Background: an optimization exercise with open tools, aiming at small area, a short achievable clock period and few clock cycles per item. Do not read the settings as production practice.
The RTL was checked by simulation tests, not by an equivalence proof against the original design.
Power figures rest on the tool's default switching activity, not on a simulated workload.

==> flow/design.v <==
package lpst_pkg;
    localparam int KEY_W   = 14;
    localparam int SLOT_W  = 5;
    localparam int IN_W    = 16;
    localparam int OUT_W   = 8;
    localparam logic [1:0] CMD_FIND   = 2'd0;
    localparam logic [1:0] CMD_ADD    = 2'd1;
    localparam logic [1:0] CMD_REMOVE = 2'd2;
    localparam logic [1:0] CMD_CLEAR  = 2'd3;
    localparam logic [1:0] ST_DONE      = 2'd0;
    localparam logic [1:0] ST_NOT_FOUND = 2'd1;
    localparam logic [1:0] ST_DUPLICATE = 2'd2;
    localparam logic [1:0] ST_POOL_FULL = 2'd3;
endpackage
module linked_piece_set_table (
    input  logic        clk,
    input  logic        rst_n,
    input  logic        s_tvalid,
    output logic        s_tready,
    input  logic [15:0] s_tdata,
    output logic        m_tvalid,
    input  logic        m_tready,
    output logic [7:0]  m_tdata
);
    localparam int N = 32;
    logic [13:0]  key_q [N];
    logic [N-1:0] valid_q;
    logic [N-1:0] valid_d;
    logic         i_valid;
    logic [1:0]   i_cmd;
    logic [N-1:0] i_match;
    logic [2:0]   qv;           
    logic [6:0]   qd [3];
    logic         rdy_q;
    logic         accept;
    logic         pop;
    assign accept   = s_tvalid && rdy_q;
    assign pop      = qv[0] && m_tready;
    assign s_tready = rdy_q;
    always_ff @(posedge clk or negedge rst_n)
    begin
        if (!rst_n)
            i_valid <= 1'b0;
        else
            i_valid <= accept;
    end
    always_ff @(posedge clk)
    begin
        i_cmd <= s_tdata[1:0];
        for (int i = 0; i < N; i++)
            i_match[i] <= (key_q[i] == s_tdata[15:2]);
    end
    logic [N-1:0] hit;
    logic [N-1:0] lowfree;
    logic         any_hit;
    logic         full;
    logic [4:0]   hit_idx;
    logic [4:0]   free_idx;
    assign hit     = valid_q & i_match;
    assign any_hit = |hit;
    assign full    = &valid_q;
    assign lowfree[0] = !valid_q[0];
    for (genvar g = 1; g < N; g++)
    begin : g_lowfree
        assign lowfree[g] = !valid_q[g] && (&valid_q[g-1:0]);
    end
    always_comb
    begin
        hit_idx  = '0;
        free_idx = '0;
        for (int i = 0; i < N; i++)
        begin
            hit_idx  = hit_idx  | ({5{hit[i]}} & 5'(i));
            free_idx = free_idx | ({5{lowfree[i]}} & 5'(i));
        end
    end
    logic is_find, is_add, is_rem, is_clr;
    assign is_find = (i_cmd == 2'd0);
    assign is_add  = (i_cmd == 2'd1);
    assign is_rem  = (i_cmd == 2'd2);
    assign is_clr  = (i_cmd == 2'd3);
    logic [1:0] r_status;
    logic [4:0] r_slot;
    logic [6:0] r_data;
    always_comb
    begin
        r_status[1] = is_add && (any_hit || full);
        r_status[0] = ((is_find || is_rem) && !any_hit) || (is_add && !any_hit && full);
        if (is_add)
            r_slot = (any_hit || full) ? 5'd0 : free_idx;
        else if (is_clr)
            r_slot = 5'd0;
        else
            r_slot = hit_idx;
        r_data = {r_slot, r_status};
    end
    always_comb
    begin
        valid_d = valid_q;
        if (i_valid)
        begin
            if (is_clr)
                valid_d = '0;
            else if (is_rem)
                valid_d = valid_q & ~hit;
            else if (is_add && !any_hit)
                valid_d = valid_q | lowfree;
        end
    end
    always_ff @(posedge clk or negedge rst_n)
    begin
        if (!rst_n)
            valid_q <= '0;
        else
            valid_q <= valid_d;
    end
    always_ff @(posedge clk)
    begin
        for (int i = 0; i < N; i++)
            if (!valid_d[i])
                key_q[i] <= s_tdata[15:2];
    end
    logic [2:0] qv_d;
    always_comb
    begin
        if (pop)
            qv_d = {1'b0, qv[2:1]};
        else
            qv_d = qv;
        if (i_valid)
            qv_d = {qv_d[1:0], 1'b1};
    end
    always_ff @(posedge clk or negedge rst_n)
    begin
        if (!rst_n)
        begin
            qv    <= '0;
            rdy_q <= 1'b0;
        end
        else
        begin
            qv    <= qv_d;
            rdy_q <= !(qv_d[2] || (qv_d[1] && accept));
        end
    end
    always_ff @(posedge clk)
    begin
        if (pop)
        begin
            qd[0] <= qv[1] ? qd[1] : r_data;
            qd[1] <= qv[2] ? qd[2] : r_data;
            qd[2] <= r_data;
        end
        else
        begin
            if (!qv[0]) qd[0] <= r_data;
            if (!qv[1]) qd[1] <= r_data;
            if (!qv[2]) qd[2] <= r_data;
        end
    end
    assign m_tvalid = qv[0];
    assign m_tdata  = {1'b0, qd[0]};
endmodule
==> flow/config.mk <==
export PLATFORM = sky130hd
export DESIGN_NAME = linked_piece_set_table
export DESIGN_NICKNAME = linked_piece_set_table
export VERILOG_FILES = /design/flow/design.v
export SDC_FILE = /design/flow/constraint.sdc
export NUM_CORES = 4
export LEC_CHECK = 0
export ABC_CLOCK_PERIOD_IN_PS = 2300
export CAP_MARGIN = 20
export CORE_MARGIN = 2
export CORE_UTILIZATION = 40
export SETUP_SLACK_MARGIN = 4.2
export SLEW_MARGIN = 20
==> flow/constraint.sdc <==
create_clock -name core_clock -period 6.5 [get_ports {clk}]
set_input_delay 1.3000 -clock core_clock [delete_from_list [all_inputs] [get_ports {clk}]]
set_output_delay 1.3000 -clock core_clock [all_outputs]
set_load 0.01 [all_outputs]
run.sh (not shown) runs the stock make flow with config.mk's settings and CLKGATE_MAP_FILE= SYNTH_SCRIPT=/design/flow/synth_recipe.tcl, a recipe that flattens the netlist after the stock synthesis.
Testbench counts at the start, summed over its fixed seeds: cycles 24,016, items 24,000.
Then changed:
ABC_CLOCK_PERIOD_IN_PS = default   (was 2300)
CORE_UTILIZATION = 50   (was 40)
CTS_CLUSTER_DIAMETER = 100   (was default)
CTS_CLUSTER_SIZE = 30   (was default)
PLACE_DENSITY = 0.75   (was default)
SETUP_SLACK_MARGIN = 4.1   (was 4.2)
TNS_END_PERCENT = 10   (was default)
Outcome: Die area goes down by about a fifth. Flip-flop and latch count stays the same. Critical path depth is unchanged. Utilization goes up by 5.6 points. First-iteration DRC count goes down slightly. Design area goes down by roughly a tenth. Non-clock buffer count goes down by 51. Routed wire length goes down by about a fifth. Clock-buffer cell count goes down by 42. Clock skew goes down by 0.037 ns.
Then changed:
ABC_CLOCK_PERIOD_IN_PS = 4000   (was default)
CORE_UTILIZATION = 40   (was 50)
CTS_CLUSTER_DIAMETER = default   (was 100)
CTS_CLUSTER_SIZE = default   (was 30)
PLACE_DENSITY = default   (was 0.75)
SETUP_SLACK_MARGIN = 4.0   (was 4.1)
TNS_END_PERCENT = default   (was 10)
The new run went through all stages and came out clean.
Clock-buffer cell count goes up by 38.
Final area rose by about 6%.
Core utilization falls by 8.2 points.
Then changed:
ABC_CLOCK_PERIOD_IN_PS = default   (was 4000)
CTS_CLUSTER_DIAMETER = 100   (was default)
CTS_CLUSTER_SIZE = 30   (was default)
SETUP_SLACK_MARGIN = 4.1   (was 4.0)
Worst setup slack loses 0.041 ns.
Fmax falls slightly.
Sequential share of layout area increases by 1.1 points.
Cell area falls slightly.
Die area stays the same.
Synthesized area does not change.
Sequential power stays flat.
Via count went down slightly.

[port drivers added, routing unchanged]
The results above use ideal ports. As a check the final layouts listed here were re-extracted and re-timed, cells and wires unchanged.
Step 1: set_driving_cell puts a clkbuf_16 on clk and a buf_2 on each other input, an assumption about the parent block.
Step 2 adds t to the input delays and takes it off the output delays; t is the mean of the earliest and latest rising clock arrival at the registers after step 1. Input paths then give back, and output paths get back, about the clock's delay inside the block.
Slacks: ideal ports / drivers / drivers and shift; pairs: ideal ports / drivers.
| run | t, ns | setup WS [ns] | hold WS [ns] | worst slew at a driven data input, ns |
|---|---|---|---|---|
| the first run | 0.681 | 3.983 / 3.962 / 3.558 | 0.453 / 0.453 / 0.453 | 0.07 |
| the second run | 0.616 | 4.011 / 3.961 / 3.531 | 0.481 / 0.481 / 0.481 | 0.05 |
| the third run | 0.669 | 3.993 / 3.987 / 3.475 | 0.468 / 0.468 / 0.468 | 0.05 |
| the fourth run | 0.631 | 3.952 / 3.952 / 3.529 | 0.472 / 0.472 / 0.472 | 0.06 |
After both steps setup and hold are still met in every run listed. The setup slack of the third run, which loses most, moves by -0.006 ns with the drivers and by -0.518 ns with both steps.
